Context: an optimization exercise on an open-source flow, tuned for small area, a short achievable clock period and few clock cycles. The choices shown serve that exercise and are no tape-out recipe.
No functional check of the RTL was part of any run shown here.

$ cat design/flow/run.sh
#!/bin/bash
# synth_recipe.tcl (not shown) runs the flow's synth.tcl, then flattens the netlist and writes it again
# the make line also repeats each setting of config.mk as NAME=value (left out here)
make -C /OpenROAD-flow-scripts/flow DESIGN_CONFIG=/design/flow/config.mk WORK_HOME=/design/flow/orfs CLKGATE_MAP_FILE= SYNTH_SCRIPT=/design/flow/synth_recipe.tcl finish
$ cat design/flow/config.mk
export PLATFORM = sky130hd
export DESIGN_NAME = midi_tempo_tracker
export DESIGN_NICKNAME = midi_tempo_tracker
export VERILOG_FILES = /design/flow/design.v
export SDC_FILE = /design/flow/constraint.sdc
export NUM_CORES = 4
export LEC_CHECK = 0
export CAP_MARGIN = 20
export CORE_MARGIN = 2
export CORE_UTILIZATION = 60
export SLEW_MARGIN = 20
$ cat design/flow/constraint.sdc
create_clock -name core_clock -period 10.0 [get_ports {clk}]
set_input_delay 2.0000 -clock core_clock [delete_from_list [all_inputs] [get_ports {clk}]]
set_output_delay 2.0000 -clock core_clock [all_outputs]
set_load 0.01 [all_outputs]
$ cat design/flow/design.v
package mtt_pkg;
    localparam logic [1:0] KIND_OTHER = 2'd0;
    localparam logic [1:0] KIND_NOTE  = 2'd1;
    localparam logic [1:0] KIND_CC    = 2'd2;
    localparam logic [6:0] PEDAL_CONTROLLER = 7'd64;
    localparam logic [6:0] PEDAL_PRESSED    = 7'd127;
    localparam logic [1:0] USE_IGNORED = 2'd0;
    localparam logic [1:0] USE_FIRST   = 2'd1;
    localparam logic [1:0] USE_NOTE    = 2'd2;
    localparam logic [1:0] USE_PEDAL   = 2'd3;
    localparam logic [2:0] REG_MIN_GAP     = 3'd0;
    localparam logic [2:0] REG_LOWER       = 3'd1;
    localparam logic [2:0] REG_UPPER       = 3'd2;
    localparam logic [2:0] REG_NOTE_LIMIT  = 3'd3;
    localparam logic [2:0] REG_PEDAL_LIMIT = 3'd4;
    typedef struct packed {
        logic start;
        logic busy;
        logic done;
    } div_ctl_t;
endpackage
module mtt_div #(
    parameter int DB = 16
) (
    input  logic [DB-1:0] r_in,
    input  logic [1:0]    bits,
    input  logic [DB-1:0] divisor,
    input  logic [DB+1:0] divisor3,
    output logic [1:0]    q,
    output logic [DB-1:0] r_out
);
    logic [DB+1:0] s, d1, d2, d3;
    logic          ge1, ge2, ge3;
    assign s = {r_in, bits};
    mtt_add #(.W(DB + 2)) u_d1 (.a(s), .b(~{2'b00, divisor}), .ci(1'b1), .s(d1), .co(ge1));
    mtt_add #(.W(DB + 2)) u_d2 (.a(s), .b(~{1'b0, divisor, 1'b0}), .ci(1'b1), .s(d2), .co(ge2));
    mtt_add #(.W(DB + 2)) u_d3 (.a(s), .b(~divisor3), .ci(1'b1), .s(d3), .co(ge3));
    always_comb
    begin
        if (ge3)
        begin
            q     = 2'd3;
            r_out = d3[DB-1:0];
        end
        else if (ge2)
        begin
            q     = 2'd2;
            r_out = d2[DB-1:0];
        end
        else if (ge1)
        begin
            q     = 2'd1;
            r_out = d1[DB-1:0];
        end
        else
        begin
            q     = 2'd0;
            r_out = s[DB-1:0];
        end
    end
endmodule
module mtt_add #(
    parameter int W = 8
) (
    input  logic [W-1:0] a,
    input  logic [W-1:0] b,
    input  logic         ci,
    output logic [W-1:0] s,
    output logic         co
);
    always_comb
    begin
        logic [W:0] g, p;
        g[0] = ci;
        p[0] = 1'b0;
        g[W:1] = a & b;
        p[W:1] = a ^ b;
        for (int d = 1; d <= W; d = d * 2)
            for (int i = 2 * d - 1; i <= W; i += 2 * d)
            begin
                g[i] = g[i] | (p[i] & g[i-d]);
                p[i] = p[i] & p[i-d];
            end
        for (int d = (1 << $clog2(W + 1)) / 2; d >= 1; d = d / 2)
            for (int i = 3 * d - 1; i <= W; i += 2 * d)
            begin
                g[i] = g[i] | (p[i] & g[i-d]);
                p[i] = p[i] & p[i-d];
            end
        s  = (a ^ b) ^ g[W-1:0];
        co = g[W];
    end
endmodule
module mtt_csa #(
    parameter int W = 8
) (
    input  logic [W-1:0] a,
    input  logic [W-1:0] b,
    input  logic [W-1:0] c,
    output logic [W-1:0] s,
    output logic [W-1:0] cy
);
    assign s  = a ^ b ^ c;
    assign cy = {(a[W-2:0] & b[W-2:0]) | (c[W-2:0] & (a[W-2:0] ^ b[W-2:0])), 1'b0};
endmodule
module midi_tempo_tracker #(
    parameter int TIME_BITS      = 24,
    parameter int COUNT_BITS     = 16,
    parameter int FOLD_MIN_COUNT = 8
) (
    input  logic                  clk,
    input  logic                  rst_n,
    input  logic                  in_valid,
    output logic                  in_stall,
    input  logic [1:0]            event_kind,
    input  logic [6:0]            controller,
    input  logic [6:0]            ctrl_value,
    input  logic [TIME_BITS-1:0]  delta_time,
    output logic                  out_valid,
    input  logic                  out_stall,
    output logic [TIME_BITS-1:0]  note_period,
    output logic [TIME_BITS-1:0]  pedal_period,
    output logic [COUNT_BITS-1:0] note_count,
    output logic [1:0]            event_use,
    input  logic                  cfg_valid,
    output logic                  cfg_ready,
    input  logic [2:0]            cfg_index,
    input  logic [23:0]           cfg_data
);
    localparam int TB = 24;
    localparam int CB = 16;
    localparam int SB = 40;
    localparam int PW = 36;                  
    localparam int NB = 2;                   
    localparam int NC = SB / NB;             
    localparam int QC = TB / NB;             
    localparam int XW = CB + NB;             
    localparam int KW = 27;                  
    localparam int JW = $clog2(NC + 1);      
    localparam logic [TB-1:0] TMAX = {TB{1'b1}};
    localparam logic [CB-1:0] CMAX = {CB{1'b1}};
    localparam logic [SB-1:0] SMAX = {SB{1'b1}};
    localparam logic [3:0] S_IDLE = 4'd0;
    localparam logic [3:0] S_D    = 4'd1;    
    localparam logic [3:0] S_P    = 4'd2;    
    localparam logic [3:0] S_S0   = 4'd3;    
    localparam logic [3:0] S_SK   = 4'd4;    
    localparam logic [3:0] S_SF   = 4'd5;    
    localparam logic [3:0] S_PP   = 4'd6;    
    localparam logic [3:0] S_F    = 4'd7;    
    localparam logic [3:0] S_M1   = 4'd8;    
    localparam logic [3:0] S_M2   = 4'd9;
    localparam logic [3:0] S_M3   = 4'd10;
    logic [3:0] st_reg;
    logic [TB-1:0] min_gap_reg;
    logic [11:0]   lo_reg, hi_reg;
    logic [7:0]    nlim_reg, plim_reg;
    logic          ib_valid_reg, ib_note_reg, ib_pedal_reg;
    logic [TB-1:0] ib_delta_reg;
    logic          fnote_reg, fpedal_reg;
    logic [TB-1:0] ngap_reg, pgap_reg;
    logic [SB-1:0] ntot_reg, ptot_reg;
    logic [CB-1:0] nent_reg, pent_reg;
    logic [TB-1:0] rec0_reg, rec1_reg, rec2_reg, half_reg;
    logic [TB-1:0] nmean_reg, pmean_reg;      
    logic [CB-1:0] nrem_reg, prem_reg;        
    logic          nbig_reg, pbig_reg;        
    logic [7:0]    nmiss_reg, pmiss_reg;
    logic [PW-1:0] nlo_reg, nhi_reg, plo_reg, phi_reg;   
    logic          kd_reg;        
    logic          fchk_reg;      
    logic          tadd_reg;      
    logic [TB-1:0] v_reg;         
    logic [XW-1:0] x_reg;         
    logic          xbad_reg;      
    logic          xsat_reg;      
    logic [KW-XW-1:0] xhi_reg;    
    logic [2*NB-1:0]  xlo_reg;    
    logic signed [NB:0] m_reg;    
    logic [CB-1:0] cdiv_reg;      
    logic [CB+1:0] c3_reg;        
    logic [JW-1:0] j_reg;
    logic          pfirst_reg;
    logic          dirty_n_reg, dirty_p_reg;
    logic          ov_reg;
    logic          owe_reg;       
    logic [1:0]    use_reg;
    logic [TB:0]   nsum_w, psum_w, hsum_w;
    logic [TB-1:0] nsum, psum, hsum;
    mtt_add #(.W(TB)) u_nsum (.a(ngap_reg), .b(ib_delta_reg), .ci(1'b0),
                              .s(nsum_w[TB-1:0]), .co(nsum_w[TB]));
    mtt_add #(.W(TB)) u_psum (.a(pgap_reg), .b(ib_delta_reg), .ci(1'b0),
                              .s(psum_w[TB-1:0]), .co(psum_w[TB]));
    assign nsum = fnote_reg ? ngap_reg : (nsum_w[TB] ? TMAX : nsum_w[TB-1:0]);
    assign psum = fpedal_reg ? pgap_reg : (psum_w[TB] ? TMAX : psum_w[TB-1:0]);
    logic [TB+1:0] h3s, h3c, h3, h3h, h3g, h3d;
    assign h3h = (TB+2)'(half_reg);
    assign h3g = (TB+2)'(ngap_reg);
    assign h3d = (TB+2)'(ib_delta_reg);
    mtt_csa #(.W(TB+2)) u_h3c (.a(h3h), .b(h3g), .c(h3d), .s(h3s), .cy(h3c));
    mtt_add #(.W(TB+2)) u_hsum (.a(h3s), .b(h3c), .ci(1'b0), .s(h3), .co());
    assign hsum_w = {(h3[TB+1:TB] != '0) || nsum_w[TB], h3[TB-1:0]};
    assign hsum   = hsum_w[TB] ? TMAX : hsum_w[TB-1:0];
    logic [TB-1:0]   d;
    logic [PW-9:0]   wlo, whi, d1x, d2x;
    logic            whz;
    logic            w1l, w1hn, w2l, w2hn;
    logic            w1, w2, nempty, pempty, empty, direct;
    assign d   = ib_note_reg ? nsum : psum;
    assign wlo = ib_note_reg ? nlo_reg[PW-1:8] : plo_reg[PW-1:8];
    assign whi = ib_note_reg ? nhi_reg[PW-1:8] : phi_reg[PW-1:8];
    assign whz = ib_note_reg ? (nhi_reg[7:0] != '0) : (phi_reg[7:0] != '0);
    assign d1x = (PW-8)'(d);
    assign d2x = (PW-8)'({d, 1'b0});
    mtt_add #(.W(PW-8)) u_w1l (.a(d1x), .b(~wlo), .ci(1'b0), .s(), .co(w1l));
    mtt_add #(.W(PW-7)) u_w1h (.a({d1x, 1'b0}), .b(~{whi, whz}), .ci(1'b1), .s(), .co(w1hn));
    mtt_add #(.W(PW-8)) u_w2l (.a(d2x), .b(~wlo), .ci(1'b0), .s(), .co(w2l));
    mtt_add #(.W(PW-7)) u_w2h (.a({d2x, 1'b0}), .b(~{whi, whz}), .ci(1'b1), .s(), .co(w2hn));
    assign w1     = w1l && !w1hn;
    assign w2     = w2l && !w2hn;
    assign nempty = (nent_reg == '0);
    assign pempty = (pent_reg == '0);
    assign empty  = ib_note_reg ? nempty : pempty;
    assign direct = empty || w1;
    logic gap_ok;
    mtt_add #(.W(TB)) u_mgap (.a(nsum), .b(~min_gap_reg), .ci(1'b0), .s(), .co(gap_ok));
    logic c_fn, c_fp, c_jn, c_jp;
    logic n_push, n_half, p_push;
    assign c_fn   = fnote_reg && ib_note_reg;
    assign c_fp   = !c_fn && fpedal_reg && ib_pedal_reg;
    assign c_jn   = !c_fn && !c_fp && ib_note_reg && gap_ok;
    assign c_jp   = !c_fn && !c_fp && ib_pedal_reg;
    assign n_push = c_jn && (direct || (w2 && half_reg != '0));
    assign n_half = c_jn && !direct && w2 && (half_reg == '0);
    assign p_push = c_jp && direct;
    logic [TB-1:0] v;
    logic [CB-1:0] csel, cinc, csum;
    logic          cinc_co;
    logic [CB+1:0] c3sum;
    logic          fastok;
    assign v    = (ib_note_reg && !direct) ? hsum : d;
    assign csel = ib_note_reg ? nent_reg : pent_reg;
    mtt_add #(.W(CB)) u_cinc (.a(csel), .b('0), .ci(1'b1), .s(cinc), .co(cinc_co));
    assign csum = cinc_co ? CMAX : cinc;
    logic [CB-1:0] c3in;
    assign c3in = (st_reg == S_F) ? (nent_reg >> 1) : csum;
    mtt_add #(.W(CB+2)) u_c3 (.a({2'b00, c3in}), .b({1'b0, c3in, 1'b0}), .ci(1'b0),
                              .s(c3sum), .co());
    assign fastok = !(ib_note_reg ? nbig_reg : pbig_reg) && (csel != '0) && !cinc_co;
    logic [KW-1:0] xr, xq, xg, xdl, xcnt, xhh;
    logic [KW-1:0] xs1, xc1, xs2, xc2, xs3, xc3, xs4, xc4, xd, xh, xfast;
    logic          dsat, hsat, xdbad, xhbad, xbad_w, xsat_w;
    assign xr   = KW'(ib_note_reg ? nrem_reg : prem_reg);
    assign xq   = ~(KW'(ib_note_reg ? nmean_reg : pmean_reg));
    assign xg   = KW'(ib_note_reg ? ngap_reg : pgap_reg);
    assign xdl  = KW'(ib_delta_reg);
    assign xcnt = KW'(cinc) << 1;
    assign xhh  = KW'(half_reg);
    mtt_csa #(.W(KW)) u_xt1 (.a(xr), .b(xq), .c(xg), .s(xs1), .cy(xc1));
    mtt_csa #(.W(KW)) u_xt2 (.a(xs1), .b(xc1), .c(xdl), .s(xs2), .cy(xc2));
    mtt_csa #(.W(KW)) u_xt3 (.a(xs2), .b(xc2), .c(xcnt), .s(xs3), .cy(xc3));
    mtt_add #(.W(KW)) u_xd (.a(xs3), .b(xc3), .ci(1'b1), .s(xd), .co());
    mtt_csa #(.W(KW)) u_xt4 (.a(xs3), .b(xc3), .c(xhh), .s(xs4), .cy(xc4));
    mtt_add #(.W(KW)) u_xh (.a(xs4), .b(xc4), .ci(1'b1), .s(xh), .co());
    assign dsat   = ib_note_reg ? nsum_w[TB] : psum_w[TB];
    assign hsat   = nsum_w[TB] || hsum_w[TB];
    assign xdbad  = (xd[KW-1:XW] != '0) || dsat;
    assign xhbad  = (xh[KW-1:XW] != '0) || hsat;
    assign xfast  = (ib_note_reg && !direct) ? xh : xd;
    assign xbad_w = (ib_note_reg && !direct) ? xhbad : xdbad;
    assign xsat_w = (ib_note_reg && !direct) ? hsat : dsat;
    logic [7:0] miss_sel;
    logic [8:0] miss_inc;
    assign miss_sel = ib_note_reg ? nmiss_reg : pmiss_reg;
    assign miss_inc = {1'b0, miss_sel} + 9'd1;
    logic [SB-1:0] tk;
    logic [TB-1:0] qk;
    logic          bk;
    logic [PW-1:0] plk, phk;
    assign tk  = kd_reg ? ptot_reg : ntot_reg;
    assign qk  = kd_reg ? pmean_reg : nmean_reg;
    assign bk  = kd_reg ? pbig_reg : nbig_reg;
    assign plk = kd_reg ? plo_reg : nlo_reg;
    assign phk = kd_reg ? phi_reg : nhi_reg;
    logic          fold_sub;
    logic [SB:0]   ta_w;
    logic [SB-1:0] ta, ta_a, ta_b;
    assign fold_sub = (st_reg == S_F);
    assign ta_a = fold_sub ? ntot_reg : tk;
    assign ta_b = fold_sub ? ~(SB'(rec0_reg)) : SB'(tadd_reg ? v_reg : '0);
    mtt_add #(.W(SB)) u_ta (.a(ta_a), .b(ta_b), .ci(fold_sub),
                            .s(ta_w[SB-1:0]), .co(ta_w[SB]));
    assign ta = fold_sub ? (ta_w[SB] ? ta_w[SB-1:0] : '0)
                         : (ta_w[SB] ? SMAX : ta_w[SB-1:0]);
    logic [NB-1:0] dq;
    logic [CB-1:0] dr;
    mtt_div #(.DB(CB)) u_div (
        .r_in(x_reg[XW-1:NB]), .bits(x_reg[NB-1:0]), .divisor(cdiv_reg),
        .divisor3(c3_reg), .q(dq), .r_out(dr));
    logic xge, dbad;
    mtt_add #(.W(CB)) u_dbad (.a(x_reg[XW-1:NB]), .b(~cdiv_reg), .ci(1'b1), .s(), .co(xge));
    assign dbad = xbad_reg || xge;
    logic [KW-1:0] x1, x3, x3s, x3c, c32, c2n;
    assign x1  = {xhi_reg, x_reg};
    assign c32 = KW'(cdiv_reg) << 5;
    assign c2n = ~(KW'(cdiv_reg) << 1);
    mtt_csa #(.W(KW)) u_x3csa (.a(x1), .b(c32), .c(c2n), .s(x3s), .cy(x3c));
    mtt_add #(.W(KW)) u_x3 (.a(x3s), .b(x3c), .ci(1'b1), .s(x3), .co());
    logic [JW-1:0] ttop;
    logic [NB-1:0] tnib_next, tnib_top;
    always_comb
    begin
        tnib_next = '0;
        ttop      = '0;
        for (int i = 0; i < NC; i++)
        begin
            if (JW'(i) + JW'(1) == j_reg)
                tnib_next = ta[NB*i +: NB];
            if (ta[NB*i +: NB] != '0)
                ttop = JW'(i);
        end
        tnib_top = '0;
        for (int i = 0; i < NC; i++)
            if (JW'(i) == ttop)
                tnib_top = ta[NB*i +: NB];
    end
    logic              corr;        
    logic signed [NB:0] msel;
    logic [2:0]        msh;
    logic [NB-1:0]     qnib;
    logic [PW-1:0]     pbase_l, pbase_h, ladd, hadd, plnext, phnext;
    logic [TB-1:0]     qadd, qm;
    assign corr = (st_reg == S_D) || (st_reg == S_M1) || (st_reg == S_M2) ||
                  (st_reg == S_M3);
    always_comb
    begin
        qnib = '0;
        for (int i = 0; i < QC; i++)
            if (JW'(i) + JW'(1) == j_reg)
                qnib = qk[NB*i +: NB];
        if (st_reg == S_D || st_reg == S_M1)
            msel = {~dq[NB-1], ~dq[NB-1], dq[NB-2:0]};
        else if (st_reg == S_M2 || st_reg == S_M3)
            msel = {1'b0, dq};
        else
            msel = m_reg;
        if (st_reg == S_M1)
            msh = 3'd4;
        else if (st_reg == S_M2)
            msh = 3'd2;
        else
            msh = 3'd0;
    end
    logic [PW-1:0] ls1, ls2, ls3, hs1, hs2, hs3;
    logic [13:0]   lo3, hi3;
    logic          mneg;
    mtt_add #(.W(14)) u_lo3 (.a({2'b00, lo_reg}), .b({1'b0, lo_reg, 1'b0}), .ci(1'b0),
                             .s(lo3), .co());
    mtt_add #(.W(14)) u_hi3 (.a({2'b00, hi_reg}), .b({1'b0, hi_reg, 1'b0}), .ci(1'b0),
                             .s(hi3), .co());
    assign ls1 = PW'(lo_reg) << msh;
    assign ls2 = PW'(lo_reg) << (msh + 3'd1);
    assign ls3 = PW'(lo3) << msh;
    assign hs1 = PW'(hi_reg) << msh;
    assign hs2 = PW'(hi_reg) << (msh + 3'd1);
    assign hs3 = PW'(hi3) << msh;
    assign mneg = msel[NB];
    always_comb
    begin
        case (msel)
            3'sd1:   begin ladd = ls1;  hadd = hs1;  end
            3'sd2:   begin ladd = ls2;  hadd = hs2;  end
            3'sd3:   begin ladd = ls3;  hadd = hs3;  end
            -3'sd1:  begin ladd = ~ls1; hadd = ~hs1; end
            -3'sd2:  begin ladd = ~ls2; hadd = ~hs2; end
            default: begin ladd = '0;   hadd = '0;   end
        endcase
    end
    assign pbase_l = corr ? plk : plk << NB;
    assign pbase_h = corr ? phk : phk << NB;
    mtt_add #(.W(PW)) u_pl (.a(pbase_l), .b(ladd), .ci(mneg), .s(plnext), .co());
    mtt_add #(.W(PW)) u_ph (.a(pbase_h), .b(hadd), .ci(mneg), .s(phnext), .co());
    assign qm = {{(TB-NB-1){msel[NB]}}, msel} << msh;
    mtt_add #(.W(TB)) u_qadd (.a(qk), .b(qm), .ci(1'b0), .s(qadd), .co());
    logic          fgl, fghn, fold;
    logic [PW-6:0] mpx;
    assign mpx = (PW-5)'(pmean_reg);
    mtt_add #(.W(PW-5)) u_fl (.a(mpx), .b(~nlo_reg[PW-1:5]), .ci(1'b0), .s(), .co(fgl));
    mtt_add #(.W(PW-4)) u_fh (.a({mpx, 1'b0}), .b(~{nhi_reg[PW-1:5], (nhi_reg[4:0] != '0)}),
                              .ci(1'b1), .s(), .co(fghn));
    assign fold = (st_reg == S_P) && !kd_reg && fchk_reg &&
                  (nent_reg > CB'(FOLD_MIN_COUNT)) && fgl && !fghn;
    logic [TB:0] fsum_w;
    mtt_add #(.W(TB)) u_fsum (.a(nent_reg[0] ? rec2_reg : rec0_reg), .b(rec1_reg), .ci(1'b0),
                              .s(fsum_w[TB-1:0]), .co(fsum_w[TB]));
    logic consume, take, go, ov_now;
    assign ov_now    = ov_reg && !fold;
    assign consume   = ((st_reg == S_IDLE) || (st_reg == S_P && !fold)) &&
                       !dirty_n_reg && !dirty_p_reg && !(ov_now && out_stall);
    assign in_stall  = ib_valid_reg && !consume;
    assign take      = in_valid && !in_stall;
    assign go        = consume && ib_valid_reg;
    assign cfg_ready = 1'b1;
    assign out_valid = ov_now;
    always_ff @(posedge clk)
    begin
        if (take)
        begin
            ib_note_reg  <= (event_kind == mtt_pkg::KIND_NOTE);
            ib_pedal_reg <= (event_kind == mtt_pkg::KIND_CC) &&
                            (controller == mtt_pkg::PEDAL_CONTROLLER) &&
                            (ctrl_value == mtt_pkg::PEDAL_PRESSED);
            ib_delta_reg <= delta_time;
        end
        case (st_reg)
            S_IDLE:
            begin
                j_reg <= JW'(QC);
                if (!go && (dirty_n_reg || dirty_p_reg))
                begin
                    kd_reg     <= !dirty_n_reg;
                    fchk_reg   <= 1'b0;
                    pfirst_reg <= 1'b1;
                end
            end
            S_D:
            begin
                tadd_reg <= 1'b0;
                if (!dbad)
                begin
                    if (kd_reg)
                    begin
                        prem_reg <= dr;
                        plo_reg  <= plnext;
                        phi_reg  <= phnext;
                    end
                    else
                    begin
                        nrem_reg <= dr;
                        nlo_reg  <= plnext;
                        nhi_reg  <= phnext;
                    end
                end
                else
                begin
                    x_reg    <= x3[XW+2*NB-1:2*NB];
                    xlo_reg  <= x3[2*NB-1:0];
                    xbad_reg <= (x3[KW-1:XW+2*NB] != '0) || xsat_reg;
                end
            end
            S_M1, S_M2, S_M3:
            begin
                if (kd_reg)
                begin
                    plo_reg <= plnext;
                    phi_reg <= phnext;
                end
                else
                begin
                    nlo_reg <= plnext;
                    nhi_reg <= phnext;
                end
                if (st_reg == S_M1)
                    x_reg <= {dr, xlo_reg[2*NB-1:NB]};
                else if (st_reg == S_M2)
                    x_reg <= {dr, xlo_reg[NB-1:0]};
                else if (kd_reg)
                    prem_reg <= dr;
                else
                    nrem_reg <= dr;
            end
            S_S0:
            begin
                tadd_reg <= 1'b0;
                x_reg    <= {{CB{1'b0}}, tnib_top};
                j_reg    <= ttop;
                m_reg    <= '0;
                if (kd_reg)
                begin
                    pbig_reg <= 1'b0;
                    plo_reg  <= '0;
                    phi_reg  <= '0;
                end
                else
                begin
                    nbig_reg <= 1'b0;
                    nlo_reg  <= '0;
                    nhi_reg  <= '0;
                end
            end
            S_SK:
            begin
                x_reg <= {dr, tnib_next};
                j_reg <= j_reg - JW'(1);
                m_reg <= {1'b0, dq};
                if (kd_reg)
                begin
                    pbig_reg <= pbig_reg || (pmean_reg[TB-1:TB-NB] != '0);
                    plo_reg  <= plnext;
                    phi_reg  <= phnext;
                end
                else
                begin
                    nbig_reg <= nbig_reg || (nmean_reg[TB-1:TB-NB] != '0);
                    nlo_reg  <= plnext;
                    nhi_reg  <= phnext;
                end
                if (j_reg == '0)
                begin
                    if (kd_reg)
                        prem_reg <= dr;
                    else
                        nrem_reg <= dr;
                end
            end
            S_SF:
            begin
                j_reg      <= JW'(QC);
                pfirst_reg <= bk;
                if (kd_reg)
                begin
                    plo_reg <= plnext;
                    phi_reg <= phnext;
                end
                else
                begin
                    nlo_reg <= plnext;
                    nhi_reg <= phnext;
                end
            end
            S_PP:
            begin
                j_reg      <= j_reg - JW'(1);
                m_reg      <= {1'b0, qnib};
                pfirst_reg <= 1'b0;
                if (kd_reg)
                begin
                    plo_reg <= pfirst_reg ? '0 : plnext;
                    phi_reg <= pfirst_reg ? '0 : phnext;
                end
                else
                begin
                    nlo_reg <= pfirst_reg ? '0 : plnext;
                    nhi_reg <= pfirst_reg ? '0 : phnext;
                end
            end
            S_F:
            begin
                cdiv_reg <= nent_reg >> 1;
                c3_reg   <= c3sum;
                rec0_reg <= fsum_w[TB] ? TMAX : fsum_w[TB-1:0];
                rec1_reg <= '0;
                rec2_reg <= '0;
                fchk_reg <= 1'b0;
            end
            default: ;
        endcase
        if (go)
        begin
            if (c_fn || c_fp)
                use_reg <= mtt_pkg::USE_FIRST;
            else if (c_jn)
                use_reg <= mtt_pkg::USE_NOTE;
            else if (c_jp)
                use_reg <= mtt_pkg::USE_PEDAL;
            else
                use_reg <= mtt_pkg::USE_IGNORED;
            if (n_push)
            begin
                rec2_reg <= rec1_reg;
                rec1_reg <= rec0_reg;
                rec0_reg <= v;
            end
            if (n_push || p_push)
            begin
                kd_reg   <= c_jp;
                fchk_reg <= c_jn && direct;
                tadd_reg <= 1'b1;
                v_reg    <= v;
                x_reg    <= xfast[XW-1:0];
                xhi_reg  <= xfast[KW-1:XW];
                xbad_reg <= xbad_w;
                xsat_reg <= xsat_w;
                cdiv_reg <= csum;
                c3_reg   <= c3sum;
            end
        end
    end
    always_ff @(posedge clk or negedge rst_n)
    begin
        if (!rst_n)
        begin
            st_reg       <= S_IDLE;
            min_gap_reg  <= '0;
            lo_reg       <= 12'd205;
            hi_reg       <= 12'd307;
            nlim_reg     <= 8'd10;
            plim_reg     <= 8'd2;
            ib_valid_reg <= 1'b0;
            fnote_reg    <= 1'b1;
            fpedal_reg   <= 1'b1;
            ngap_reg     <= '0;
            pgap_reg     <= '0;
            ntot_reg     <= '0;
            ptot_reg     <= '0;
            nent_reg     <= '0;
            pent_reg     <= '0;
            half_reg     <= '0;
            nmean_reg    <= '0;
            pmean_reg    <= '0;
            nmiss_reg    <= '0;
            pmiss_reg    <= '0;
            dirty_n_reg  <= 1'b0;
            dirty_p_reg  <= 1'b0;
            ov_reg       <= 1'b0;
            owe_reg      <= 1'b0;
        end
        else
        begin
            if (ov_now && !out_stall)
                ov_reg <= 1'b0;
            if (take)
                ib_valid_reg <= 1'b1;
            else if (go)
                ib_valid_reg <= 1'b0;
            case (st_reg)
                S_IDLE:
                begin
                    if (!go && dirty_n_reg)
                    begin
                        dirty_n_reg <= 1'b0;
                        st_reg      <= S_PP;
                    end
                    else if (!go && dirty_p_reg)
                    begin
                        dirty_p_reg <= 1'b0;
                        st_reg      <= S_PP;
                    end
                end
                S_D:
                begin
                    if (kd_reg)
                        ptot_reg <= ta;
                    else
                        ntot_reg <= ta;
                    if (dbad)
                        st_reg <= S_M1;
                    else
                    begin
                        if (kd_reg)
                            pmean_reg <= qadd;
                        else
                            nmean_reg <= qadd;
                        ov_reg <= 1'b1;
                        st_reg <= S_P;
                    end
                end
                S_M1:
                begin
                    if (dbad)
                        st_reg <= S_S0;
                    else
                    begin
                        if (kd_reg)
                            pmean_reg <= qadd;
                        else
                            nmean_reg <= qadd;
                        st_reg <= S_M2;
                    end
                end
                S_M2, S_M3:
                begin
                    if (kd_reg)
                        pmean_reg <= qadd;
                    else
                        nmean_reg <= qadd;
                    if (st_reg == S_M2)
                        st_reg <= S_M3;
                    else
                    begin
                        ov_reg <= 1'b1;
                        st_reg <= S_P;
                    end
                end
                S_P:
                begin
                    if (fold)
                    begin
                        ov_reg <= 1'b0;
                        st_reg <= S_F;
                    end
                    else
                    begin
                        owe_reg <= 1'b0;
                        st_reg  <= S_IDLE;
                    end
                end
                S_S0:
                begin
                    if (kd_reg)
                    begin
                        ptot_reg  <= ta;
                        pmean_reg <= '0;
                    end
                    else
                    begin
                        ntot_reg  <= ta;
                        nmean_reg <= '0;
                    end
                    st_reg <= S_SK;
                end
                S_SK:
                begin
                    if (kd_reg)
                        pmean_reg <= {pmean_reg[TB-NB-1:0], dq};
                    else
                        nmean_reg <= {nmean_reg[TB-NB-1:0], dq};
                    if (j_reg == '0)
                        st_reg <= S_SF;
                end
                S_SF:
                begin
                    if (bk)
                        st_reg <= S_PP;
                    else
                    begin
                        ov_reg <= owe_reg;
                        st_reg <= S_P;
                    end
                end
                S_PP:
                begin
                    if (!pfirst_reg && j_reg == '0)
                    begin
                        ov_reg <= owe_reg;
                        st_reg <= S_P;
                    end
                end
                S_F:
                begin
                    if (nent_reg[0])
                        ntot_reg <= ta;
                    nent_reg <= nent_reg >> 1;
                    st_reg   <= S_S0;
                end
                default:
                    st_reg <= S_IDLE;
            endcase
            if (go)
            begin
                ov_reg <= 1'b1;
                if (c_fn)
                    fnote_reg <= 1'b0;
                else if (c_fp)
                    fpedal_reg <= 1'b0;
                else
                begin
                    ngap_reg <= nsum;
                    pgap_reg <= psum;
                    if (c_jn)
                    begin
                        ngap_reg <= '0;
                        if (n_push)
                        begin
                            nent_reg  <= csum;
                            nmiss_reg <= '0;
                            if (!direct)
                                half_reg <= '0;
                        end
                        else if (n_half)
                            half_reg <= nsum;
                        else if (miss_inc > {1'b0, nlim_reg})
                        begin
                            nent_reg  <= '0;
                            ntot_reg  <= '0;
                            nmean_reg <= '0;
                            nmiss_reg <= '0;
                        end
                        else
                            nmiss_reg <= miss_inc[7:0];
                    end
                    else if (c_jp)
                    begin
                        pgap_reg <= '0;
                        if (p_push)
                        begin
                            pent_reg  <= csum;
                            pmiss_reg <= '0;
                        end
                        else if (miss_inc > {1'b0, plim_reg})
                        begin
                            pent_reg  <= '0;
                            ptot_reg  <= '0;
                            pmean_reg <= '0;
                            pmiss_reg <= '0;
                        end
                        else
                            pmiss_reg <= miss_inc[7:0];
                    end
                end
                if (n_push || p_push)
                begin
                    ov_reg  <= 1'b0;
                    owe_reg <= 1'b1;
                    st_reg  <= fastok ? S_D : S_S0;
                end
            end
            if (cfg_valid)
            begin
                case (cfg_index)
                    mtt_pkg::REG_MIN_GAP:     min_gap_reg <= TB'(cfg_data);
                    mtt_pkg::REG_LOWER:       lo_reg      <= cfg_data[11:0];
                    mtt_pkg::REG_UPPER:       hi_reg      <= cfg_data[11:0];
                    mtt_pkg::REG_NOTE_LIMIT:  nlim_reg    <= cfg_data[7:0];
                    mtt_pkg::REG_PEDAL_LIMIT: plim_reg    <= cfg_data[7:0];
                    default: ;
                endcase
                if (cfg_index == mtt_pkg::REG_LOWER || cfg_index == mtt_pkg::REG_UPPER)
                begin
                    dirty_n_reg <= 1'b1;
                    dirty_p_reg <= 1'b1;
                    st_reg      <= S_IDLE;
                end
            end
        end
    end
    assign note_period  = nmean_reg;
    assign pedal_period = pmean_reg;
    assign note_count   = nent_reg;
    assign event_use    = use_reg;
endmodule
==> impl_results.md, run 1 <==
* H-Tree Level Count at 3
* Syn_area_per_cell at 9.26 µm²
* CTS resizes at 0
* Post-layout min period at 9300 ps
* HP Class: flop to flop
* Overflow after GRT at 0
* Final setup margin at 696 ps
* CP Launch Type: flop
* CTS buffer count at 82
* Die Height at 330 µm
* Unrepaired setup endpoints after global routing: false
* Pin count of the biggest net entering global routing at 154
* Initial antenna violation count at 1
* CP Class: flop to flop
* Pre-CTS setup slack at 958 ps
* WP data required at 10,380 ps
* WHS at 459 ps
* Cell repeated most along the worst path: a21o_1
* Placed cell count at 8,214
* Worst slew margin at 22.2%
* Vias in the first global route at 53,000
* Clock root buffer: clkbuf_16
* Cells after synthesis at 6,866
* Fmax at 107 MHz
* Buffer depth of the longest clock path at 3
* Status: timing/DRC/antenna clean
* Fin nets at 7,889
* Number of synthesized flops with an enable pin at 252
* Util after Layout at 66.2%
* Die W at 330 µm
* Final HPWL DP at 169,000 µm
* Detailed-route wire length at 221,000 µm
* Clock Latency Late Sink at 710 ps
* Final Hold Viols at 0
* Remaining antenna violation count at 0
* Max cap viols at 0
* CP max stage cell: inv_1
* Area growth syn-to-layout at 9.57%
* CTS clk-pin slew, worst paths at 60 ps
* Final setup fails at 0
* Yosys reg bits at 703
* CP delay by family, top: compound AO/OA/AOI/OAI gates
* CTS tree: built
* Clock Skew at 46.1 ps
* Cell Count, Final, Fillers Out at 8,370
* Initial DRT Pass Iterations at 6
* Synthesized area at 63,600 µm²
* Primary FF master, synth: dfrtp_1
* DIE AREA at 109,000 µm²
* Worst Max-Slew Pin Slew at 1130 ps
* Via count at 55,400
* Syn_nets at 7,847
* I/O Buffers at 139
* Final Wtd Congestion at 0.992
* Top Ports at 141
* GRT Overall Usage at 40.5%
* Row cnt at 119
* YS warnings at 14
* Initial core utilization at 60.4%
* Final worst path period share at 93.0%
* Final Cell Area at 69,700 µm²
* Core Box Area at 105,000 µm²
* Average wire per standard cell at 26.4 µm
* Placed Area at 66,800 µm²
* Post-CTS Hold Buffers at 0
* Crit path max fanout at 26
* Async set or reset register ratio after synthesis at 45.9%
* Crit path DAT at 9690 ps
* Sequential fraction of the synthesis area at 28.7%
* CP peak stage delay at 630 ps
* Netlist cell types at 102
* Via/cell ratio at 6.62
* Post-CTS Setup Bufs at 0
* Remaining DRCs at 0
* First-pass GRT wire length at 332,000 µm
* Buf+Inv Stages, Crit Path at 3
* Fraction of layout cells with a size suffix above 1 at 9.09%
* Iteration-0 DRC Markers at 7,001
* Setup TNS at 0 ps
* CP Capture Type: flop
* Fillcell total at 8,637
* Max Slew Vio Count at 0
* CTS sink count at 703
==> routing by layer <==
| layer | share of wire, % | global-route usage, % | up-vias |
|---|---|---|---|
| met5 | 0.0050 | 0 | - |
| li1 | - | - | 25000 |
| met3 | 10 | 8.06 | 508 |
| met4 | 6.0 | 20.0 | 2 |
| met2 | 42 | 59.7 | 2881 |
| met1 | 41 | 56.9 | 27000 |
==> synth_stat cells, types with 80 or more instances <==
cell      instances  share of area (%)
ha_1            611                 12
nand2_1         606                3.6
nor2_1          542                3.2
inv_1           526                3.1
a21oi_1         480                3.8
o21ai_0         418                3.3
dfrtp_1         308                 12
fa_1            298                9.4
edfxtp_1        252                 12
mux2i_1         249                3.9
clkbuf_1        242                1.4
a21o_1          210                2.5
nand3_1         162                1.3
mux2_2          149                2.6
dfxtp_1         128                4.0
xnor2_1         120                1.7
nor3_1           96               0.76
xor2_1           89                1.2
nor2b_1          80               0.79
==> final cells by class <==
type | instances | area, µm² | share of cell area [%]
antenna | 1 | 2.50 | 0.00359
clock buffer | 110 | 2260 | 3.24
clock inverter | 44 | 577 | 0.828
inverter | 530 | 1990 | 2.86
multi-input combinational | 5296 | 42200 | 60.6
sequential | 703 | 18200 | 26.2
tap | 1391 | 1740 | 2.50
timing repair buffer | 295 | 2650 | 3.80
==> logic make-up (layout without fill, tap and decap cells) <==
kind of cell / after synthesis / in the layout / synth area share, %
AOI/OAI and AO/OA: 1883 / 1883 / 19.1
adders and majority gates: 909 / 909 / 21.4
xor gates and xnor gates: 210 / 210 / 2.91
and+or+nand+nor: 1794 / 1794 / 12.9
other: 1 / 2 / 0.00590
muxes: 499 / 499 / 9.67
buffers and inverters: 867 / 979 / 5.26
DFF: 703 / 703 / 28.7
==> worst reg2reg max path: cells and delay by family, from the launching register on <==
family / cells / cell delay, ps
adder cells (fa/ha/maj): 3 / 1130
buffers and inverters: 3 / 1030
AND/OR/NAND/NOR: 5 / 1290
flip-flops: 1 / 500
AO/OA/AOI/OAI: 19 / 5030
==> layout by cell type, fill, tap and decap left out, types with 80 or more instances in the layout <==
| cell | synthesis | layout |
|---|---|---|
| a21o_1 | 210 | 210 |
| a21oi_1 | 480 | 479 |
| buf_4 | 4 | 150 |
| clkbuf_16 | 0 | 82 |
| clkdlybuf4s50_1 | 0 | 138 |
| dfrtp_1 | 308 | 307 |
| dfxtp_1 | 128 | 127 |
| edfxtp_1 | 252 | 252 |
| fa_1 | 298 | 298 |
| ha_1 | 611 | 611 |
| inv_1 | 526 | 524 |
| mux2_2 | 149 | 149 |
| mux2i_1 | 249 | 249 |
| nand2_1 | 606 | 603 |
| nand3_1 | 162 | 162 |
| nor2_1 | 542 | 537 |
| nor2b_1 | 80 | 80 |
| nor3_1 | 96 | 91 |
| o21ai_0 | 418 | 417 |
| xnor2_1 | 120 | 119 |
| xor2_1 | 89 | 89 |
==> final timing paths <==
path | startpoint | to | depth (start not counted) | slack [ps]
hold / removal | rec2_reg[19] | rec2_reg[19] | 2 | 460
min in group asynchronous | rst_n | nent_reg[8] | 1 | 1270
setup / recovery | ib_delta_reg[1] | v_reg[4] | 30 | 700
setup reg to reg | ib_delta_reg[1] | v_reg[4] | 30 | 700
hold reg to reg | rec2_reg[19] | rec2_reg[19] | 2 | 460
max in group asynchronous | rst_n | nmean_reg[5] | 2 | 7300
==> run 2, diff against run 1 <==
--- a/design/flow/design.v
+++ b/design/flow/design.v
@@ -32,9 +32,9 @@
     logic [DB+1:0] s, d1, d2, d3;
     logic          ge1, ge2, ge3;
     assign s = {r_in, bits};
-    mtt_add #(.W(DB + 2)) u_d1 (.a(s), .b(~{2'b00, divisor}), .ci(1'b1), .s(d1), .co(ge1));
-    mtt_add #(.W(DB + 2)) u_d2 (.a(s), .b(~{1'b0, divisor, 1'b0}), .ci(1'b1), .s(d2), .co(ge2));
-    mtt_add #(.W(DB + 2)) u_d3 (.a(s), .b(~divisor3), .ci(1'b1), .s(d3), .co(ge3));
+    assign {ge1, d1} = {1'b0, s} + {1'b0, ~{2'b00, divisor}} + (DB+3)'(1);
+    assign {ge2, d2} = {1'b0, s} + {1'b0, ~{1'b0, divisor, 1'b0}} + (DB+3)'(1);
+    assign {ge3, d3} = {1'b0, s} + {1'b0, ~divisor3} + (DB+3)'(1);
     always_comb
     begin
         if (ge3)
@@ -201,29 +201,63 @@
     mtt_add #(.W(TB+2)) u_hsum (.a(h3s), .b(h3c), .ci(1'b0), .s(h3), .co());
     assign hsum_w = {(h3[TB+1:TB] != '0) || nsum_w[TB], h3[TB-1:0]};
     assign hsum   = hsum_w[TB] ? TMAX : hsum_w[TB-1:0];
-    logic [TB-1:0]   d;
-    logic [PW-9:0]   wlo, whi, d1x, d2x;
-    logic            whz;
+    localparam int CW = PW - 6;
+    logic [TB-1:0]   d, gsel;
+    logic [PW-9:0]   wlo, whi;
+    logic            whz, dsat_j;
+    logic [CW-1:0]   cg1, cg2, cd1, cd2, clo, chi;
+    logic [CW-1:0]   a1s, a1c, a1, b1s, b1c, b1, a2s, a2c, a2, b2s, b2c, b2;
     logic            w1l, w1hn, w2l, w2hn;
     logic            w1, w2, nempty, pempty, empty, direct;
-    assign d   = ib_note_reg ? nsum : psum;
+    assign d      = ib_note_reg ? nsum : psum;
+    assign gsel   = ib_note_reg ? ngap_reg : pgap_reg;
+    assign dsat_j = ib_note_reg ? nsum_w[TB] : psum_w[TB];
     assign wlo = ib_note_reg ? nlo_reg[PW-1:8] : plo_reg[PW-1:8];
     assign whi = ib_note_reg ? nhi_reg[PW-1:8] : phi_reg[PW-1:8];
     assign whz = ib_note_reg ? (nhi_reg[7:0] != '0) : (phi_reg[7:0] != '0);
-    assign d1x = (PW-8)'(d);
-    assign d2x = (PW-8)'({d, 1'b0});
-    mtt_add #(.W(PW-8)) u_w1l (.a(d1x), .b(~wlo), .ci(1'b0), .s(), .co(w1l));
-    mtt_add #(.W(PW-7)) u_w1h (.a({d1x, 1'b0}), .b(~{whi, whz}), .ci(1'b1), .s(), .co(w1hn));
-    mtt_add #(.W(PW-8)) u_w2l (.a(d2x), .b(~wlo), .ci(1'b0), .s(), .co(w2l));
-    mtt_add #(.W(PW-7)) u_w2h (.a({d2x, 1'b0}), .b(~{whi, whz}), .ci(1'b1), .s(), .co(w2hn));
+    assign cg1 = CW'(gsel);
+    assign cg2 = CW'(gsel) << 1;
+    assign cd1 = CW'(ib_delta_reg);
+    assign cd2 = CW'(ib_delta_reg) << 1;
+    logic [PW-9:0] wlon;
+    logic [PW-8:0] whin;
+    assign wlon = ~wlo;
+    assign whin = ~{whi, whz};
+    assign clo = CW'(wlon);                  
+    assign chi = CW'(whin);                  
+    mtt_csa #(.W(CW)) u_a1c (.a(cg1), .b(cd1), .c(clo), .s(a1s), .cy(a1c));
+    mtt_add #(.W(CW)) u_a1 (.a(a1s), .b(a1c), .ci(1'b0), .s(a1), .co());
+    mtt_csa #(.W(CW)) u_b1c (.a(cg2), .b(cd2), .c(chi), .s(b1s), .cy(b1c));
+    mtt_add #(.W(CW)) u_b1 (.a(b1s), .b(b1c), .ci(1'b1), .s(b1), .co());
+    mtt_csa #(.W(CW)) u_a2c (.a(cg2), .b(cd2), .c(clo), .s(a2s), .cy(a2c));
+    mtt_add #(.W(CW)) u_a2 (.a(a2s), .b(a2c), .ci(1'b0), .s(a2), .co());
+    mtt_csa #(.W(CW)) u_b2c (.a(cg2 << 1), .b(cd2 << 1), .c(chi), .s(b2s), .cy(b2c));
+    mtt_add #(.W(CW)) u_b2 (.a(b2s), .b(b2c), .ci(1'b1), .s(b2), .co());
+    logic w1l_m, w1hn_m, w2l_m, w2hn_m;
+    assign w1l_m  = (wlo < (PW-8)'(TMAX));
+    assign w1hn_m = ({whi, whz} <= (PW-7)'({TMAX, 1'b0}));
+    assign w2l_m  = (wlo < (PW-8)'({TMAX, 1'b0}));
+    assign w2hn_m = ({whi, whz} <= (PW-7)'({TMAX, 2'b00}));
+    assign w1l    = dsat_j ? w1l_m  : a1[PW-8];
+    assign w1hn   = dsat_j ? w1hn_m : b1[PW-7];
+    assign w2l    = dsat_j ? w2l_m  : a2[PW-8];
+    assign w2hn   = dsat_j ? w2hn_m : b2[PW-7];
     assign w1     = w1l && !w1hn;
     assign w2     = w2l && !w2hn;
     assign nempty = (nent_reg == '0);
     assign pempty = (pent_reg == '0);
     assign empty  = ib_note_reg ? nempty : pempty;
     assign direct = empty || w1;
-    logic gap_ok;
-    mtt_add #(.W(TB)) u_mgap (.a(nsum), .b(~min_gap_reg), .ci(1'b0), .s(), .co(gap_ok));
+    logic          gap_ok;
+    logic [TB+1:0] mg1, mg2, mg3, mgs, mgc, mgr;
+    assign mg1 = (TB+2)'(ngap_reg);
+    assign mg2 = (TB+2)'(ib_delta_reg);
+    logic [TB-1:0] mgn;
+    assign mgn = ~min_gap_reg;
+    assign mg3 = (TB+2)'(mgn);
+    mtt_csa #(.W(TB+2)) u_mgc (.a(mg1), .b(mg2), .c(mg3), .s(mgs), .cy(mgc));
+    mtt_add #(.W(TB+2)) u_mgap (.a(mgs), .b(mgc), .ci(1'b0), .s(mgr), .co());
+    assign gap_ok = nsum_w[TB] ? (min_gap_reg != TMAX) : mgr[TB];
     logic c_fn, c_fp, c_jn, c_jp;
     logic n_push, n_half, p_push;
     assign c_fn   = fnote_reg && ib_note_reg;
@@ -242,9 +276,7 @@
     assign csel = ib_note_reg ? nent_reg : pent_reg;
     mtt_add #(.W(CB)) u_cinc (.a(csel), .b('0), .ci(1'b1), .s(cinc), .co(cinc_co));
     assign csum = cinc_co ? CMAX : cinc;
-    logic [CB-1:0] c3in;
-    assign c3in = (st_reg == S_F) ? (nent_reg >> 1) : csum;
-    mtt_add #(.W(CB+2)) u_c3 (.a({2'b00, c3in}), .b({1'b0, c3in, 1'b0}), .ci(1'b0),
+    mtt_add #(.W(CB+2)) u_c3 (.a({2'b00, csum}), .b({1'b0, csum, 1'b0}), .ci(1'b0),
                               .s(c3sum), .co());
     assign fastok = !(ib_note_reg ? nbig_reg : pbig_reg) && (csel != '0) && !cinc_co;
     logic [KW-1:0] xr, xq, xg, xdl, xcnt, xhh;
@@ -378,8 +410,8 @@
     end
     assign pbase_l = corr ? plk : plk << NB;
     assign pbase_h = corr ? phk : phk << NB;
-    mtt_add #(.W(PW)) u_pl (.a(pbase_l), .b(ladd), .ci(mneg), .s(plnext), .co());
-    mtt_add #(.W(PW)) u_ph (.a(pbase_h), .b(hadd), .ci(mneg), .s(phnext), .co());
+    assign plnext = pbase_l + ladd + PW'(mneg);
+    assign phnext = pbase_h + hadd + PW'(mneg);
     assign qm = {{(TB-NB-1){msel[NB]}}, msel} << msh;
     mtt_add #(.W(TB)) u_qadd (.a(qk), .b(qm), .ci(1'b0), .s(qadd), .co());
     logic          fgl, fghn, fold;
@@ -393,6 +425,9 @@
     logic [TB:0] fsum_w;
     mtt_add #(.W(TB)) u_fsum (.a(nent_reg[0] ? rec2_reg : rec0_reg), .b(rec1_reg), .ci(1'b0),
                               .s(fsum_w[TB-1:0]), .co(fsum_w[TB]));
+    logic [CB+1:0] c3half;
+    mtt_add #(.W(CB+2)) u_c3h (.a({3'b000, nent_reg[CB-1:1]}), .b({2'b00, nent_reg[CB-1:1], 1'b0}),
+                               .ci(1'b0), .s(c3half), .co());
     logic consume, take, go, ov_now;
     assign ov_now    = ov_reg && !fold;
     assign consume   = ((st_reg == S_IDLE) || (st_reg == S_P && !fold)) &&
@@ -547,7 +582,7 @@
             S_F:
             begin
                 cdiv_reg <= nent_reg >> 1;
-                c3_reg   <= c3sum;
+                c3_reg   <= c3half;
                 rec0_reg <= fsum_w[TB] ? TMAX : fsum_w[TB-1:0];
                 rec1_reg <= '0;
                 rec2_reg <= '0;
--- a/design/flow/config.mk
+++ b/design/flow/config.mk
@@ -5,7 +5,7 @@
 export SDC_FILE = /design/flow/constraint.sdc
 export NUM_CORES = 4
 export LEC_CHECK = 0
-export CAP_MARGIN = 20
+export CAP_MARGIN = 5
 export CORE_MARGIN = 2
 export CORE_UTILIZATION = 60
-export SLEW_MARGIN = 20
+export SLEW_MARGIN = 5
==> run 2 against run 1 <==
Net effect:
- worst hold slack worse by 3.1 ps
- core utilization down 0.30 points
- critical endpoint is now x_reg[0]
==> impl_results.md, run 2 <==
* Crit. Startpoint: st_reg[2] (was ib_delta_reg[1])
* Area contributors post-synth: ha_1, dfrtp_1, edfxtp_1 (was dfrtp_1, ha_1, edfxtp_1)
* Cell with the most instances after synthesis: nand2_1 (was ha_1)
* Post-CTS Setup Bufs at 0 (unchanged)
* FF-to-FF setup slack at 1010 ps (was 700 ps)
* Yosys reg bits at 703 (unchanged)
* Max Slew Vio Count at 0 (unchanged)
* CP Capture Type: flop (unchanged)
* HP Class: flop to flop (unchanged)
* CP peak stage delay at 890 ps (was 630 ps)
* CP delay by family, top: compound AO/OA/AOI/OAI gates (unchanged)
* Iteration-0 DRC Markers at 8,187 (was 7,001)
* Setup TNS at 0 ps (unchanged)
* Via/cell ratio at 6.72 (was 6.62)
* Remaining antenna violation count at 0 (unchanged)
* Leading cell type in the layout, fill and taps excluded: nand2_1 (was ha_1)
* CTS buffer count at 88 (was 82)
* I/O Buffers at 139 (unchanged)
* R2r worst-path depth at 27 (was 30)
* Average wire per standard cell at 27.6 µm (was 26.4 µm)
* Final Cell Area at 72,900 µm² (was 69,700 µm²)
* Area growth syn-to-layout at 9.01% (was 9.57%)
* Util after Layout at 65.9% (was 66.2%)
* Unrepaired setup endpoints after global routing: false (unchanged)
* Register area at 18,200 µm² (unchanged)
* Most instantiated cells after synthesis: nand2_1, ha_1, inv_1, a21oi_1, nor2_1 (was ha_1, nand2_1, nor2_1, inv_1, a21oi_1)
* Netlist cell types at 113 (was 102)
* CP Launch Type: flop (unchanged)
* Placed cell count at 8,820 (was 8,214)
* Post-CTS Hold Buffers at 0 (unchanged)
* CTS sink count at 703 (unchanged)
* Clock Skew at 38.3 ps (was 46.1 ps)
* Initial DRT Pass Iterations at 9 (was 6)
* Buf+Inv Stages, Crit Path at 2 (was 3)
* Cell Count, Final, Fillers Out at 8,987 (was 8,370)
* Sequential fraction of the synthesis area at 27.3% (was 28.7%)
* CP Class: flop to flop (unchanged)
* Crit path max fanout at 28 (was 26)
* Biggest area consumer among synthesized cells: ha_1 (was dfrtp_1)
* First-pass GRT wire length at 366,000 µm (was 332,000 µm)
* Overflow after GRT at 0 (unchanged)
* Final Wtd Congestion at 1.07 (was 0.992)
* Cells after synthesis at 7,433 (was 6,866)
* WHS at 455 ps (was 459 ps)
* Core Box Area at 111,000 µm² (was 105,000 µm²)
* Post-layout min period at 8990 ps (was 9300 ps)
* Number of synthesized flops with an enable pin at 252 (unchanged)
* Placed Area at 69,800 µm² (was 66,800 µm²)
* Yosys top cell area share at 11.9% (was 12.1%)
* Fillcell total at 9,257 (was 8,637)
* Final HPWL DP at 189,000 µm (was 169,000 µm)
* Worst slew margin at 11.6% (was 22.2%)
* CP max stage cell: dfrtp_1 (was inv_1)
* WP data required at 10,610 ps (was 10,380 ps)
* Fin nets at 8,501 (was 7,889)
* Via count at 60,400 (was 55,400)
* Initial antenna violation count at 5 (was 1)
* Clock root buffer: clkbuf_16 (unchanged)
* CTS clk-pin slew, worst paths at 60 ps (about the same)
* Pin count of the biggest net entering global routing at 178 (was 154)
* GRT Overall Usage at 43.2% (was 40.5%)
* H-Tree Level Count at 3 (unchanged)
* Syn_nets at 8,512 (was 7,847)
* Fmax at 111 MHz (was 107 MHz)
* Fraction of layout cells with a size suffix above 1 at 7.57% (was 9.09%)
* Cell repeated most along the worst path: o21ai_0 (was a21o_1)
* Vias in the first global route at 57,200 (was 53,000)
* CTS resizes at 0 (unchanged)
* DIE AREA at 114,000 µm² (was 109,000 µm²)
* Most frequent cells in the layout: nand2_1, ha_1, inv_1, a21oi_1, nor2_1 (was ha_1, nand2_1, nor2_1, inv_1, a21oi_1)
* YS warnings at 12 (was 14)
* Worst r2r src: st_reg[2] (was ib_delta_reg[1])
* Syn_area_per_cell at 9.00 µm² (was 9.26 µm²)
* Reg2Reg Capture Point: x_reg[0] (was v_reg[4])
* Async set or reset register ratio after synthesis at 45.9% (unchanged)
* Crit path DAT at 9600 ps (was 9690 ps)
* Top Ports at 141 (unchanged)
* Footprint of the multi-input gates at 45,100 µm² (was 42,200 µm²)
* Die Height at 338 µm (was 330 µm)
* Detailed-route wire length at 248,000 µm (was 221,000 µm)
* Synthesized area at 66,900 µm² (was 63,600 µm²)
* Final worst path period share at 89.9% (was 93.0%)
* Pre-CTS setup slack at 1220 ps (was 958 ps)
* Worst Max-Slew Pin Slew at 1320 ps (was 1130 ps)
* Initial core utilization at 60.4% (about the same)
* CP endpoint: x_reg[0] (was v_reg[4])
* Final setup margin at 1010 ps (was 696 ps)
* Row cnt at 122 (was 119)
* Clock Latency Late Sink at 700 ps (was 710 ps)
* CP Depth at 27 (was 30)
* Primary FF master, synth: dfrtp_1 (unchanged)
* Final Hold Viols at 0 (unchanged)
* Max cap viols at 0 (unchanged)
* Hold Path Depth at 2 (unchanged)
* Remaining DRCs at 0 (unchanged)
* Buffer depth of the longest clock path at 3 (unchanged)
* Status: timing/DRC/antenna clean (unchanged)
* Die W at 338 µm (was 330 µm)
* CTS tree: built (unchanged)
* Final setup fails at 0 (unchanged)
[run 2: changes by cell type after synthesis, sizes merged, moves of 26 or more]
cell and change:
mux2i -56, mux2 -78, inv +73, a21o -37, o31ai +52, nand2 +172
fa +75, nand2b +26, a22oi -41, a21oi +102, nor3 +51, o21ai +60
[run 2: worst min path at each step]
| stage | from | end |
|---|---|---|
| after global placement | rec1_reg[23] | rec2_reg[23] |
| after detailed placement | rec2_reg[14] | rec2_reg[14] |
| final | rec2_reg[14] | rec2_reg[14] |
| after CTS | rec2_reg[14] | rec2_reg[14] |
| after floorplan | rec1_reg[23] | rec2_reg[23] |
| after global routing | rec2_reg[7] | rec2_reg[7] |
[run 2: metal layers]
metal / routed length, µm / up-vias / track usage, %
met4: 20000 / 4 / 28.3
met2: 103000 / 3552 / 62.5
li1: - / 26700 / -
met1: 97200 / 29400 / 57.7
met3: 28200 / 689 / 10.3
met5: 23 / - / 0
[run 2: cell families (layout without fill, tap and decap cells)]
| family | Yosys count | in the layout | synth area share, % |
|---|---|---|---|
| AOI/OAI and AO/OA | 2070 | 2070 | 19.6 |
| DFF | 703 | 703 | 27.3 |
| xor gates and xnor gates | 247 | 247 | 3.23 |
| buffers and inverters | 963 | 1025 | 5.64 |
| muxes | 365 | 365 | 6.93 |
| other | 1 | 5 | 0.00561 |
| and+or+nand+nor | 2077 | 2077 | 14.3 |
| adders and majority gates | 1007 | 1007 | 23.0 |
[run 2: final cells by class]
type | count | share of cell area, %
Clock buffer | 114 | 3.38
Sequential cell | 703 | 25.0
Tap cell | 1488 | 2.55
Timing Repair Buffer | 261 | 3.27
Clock inverter | 49 | 0.805
Multi-Input combinational cell | 5767 | 61.9
Inverter | 601 | 3.10
Antenna cell | 4 | 0.0137
[run 2: worst reg2reg max path: cells and delay by family (launching register included)]
family                     cells  cell delay (ps)
buffers and inverters          2              400
AOI/OAI and AO/OA             14             3550
muxes                          2              760
DFF                            1              890
adders and majority gates      2              910
and+or+nand+nor                7             2400

afterwards: timing with drivers on the ports:
Ports are ideal in the flow. The routed layouts listed here were re-timed in OpenROAD.
Step 1, drivers: a clkbuf_16 drives clk and a buf_2 each remaining input, both assumed.
Step 2 adds t to the input delays and takes it off the output delays; t is the mean of the earliest and latest rising clock arrival at the registers after step 1. Input paths then give back, and output paths get back, about the clock's delay inside the block.
Slacks: ideal ports / drivers / drivers and shift; pairs: ideal ports / drivers.
run	t (ns)	setup slack, ns	hold slack, ns	worst setup path after step 2	cell pins on the clock port's net
run 1	0.764	0.696 / 0.696 / 0.696	0.459 / 0.459 / 0.459	register to register	1
run 2	0.760	1.012 / 1.012 / 1.012	0.455 / 0.455 / 0.455	register to register	1
After both steps setup and hold are still met in every run listed.
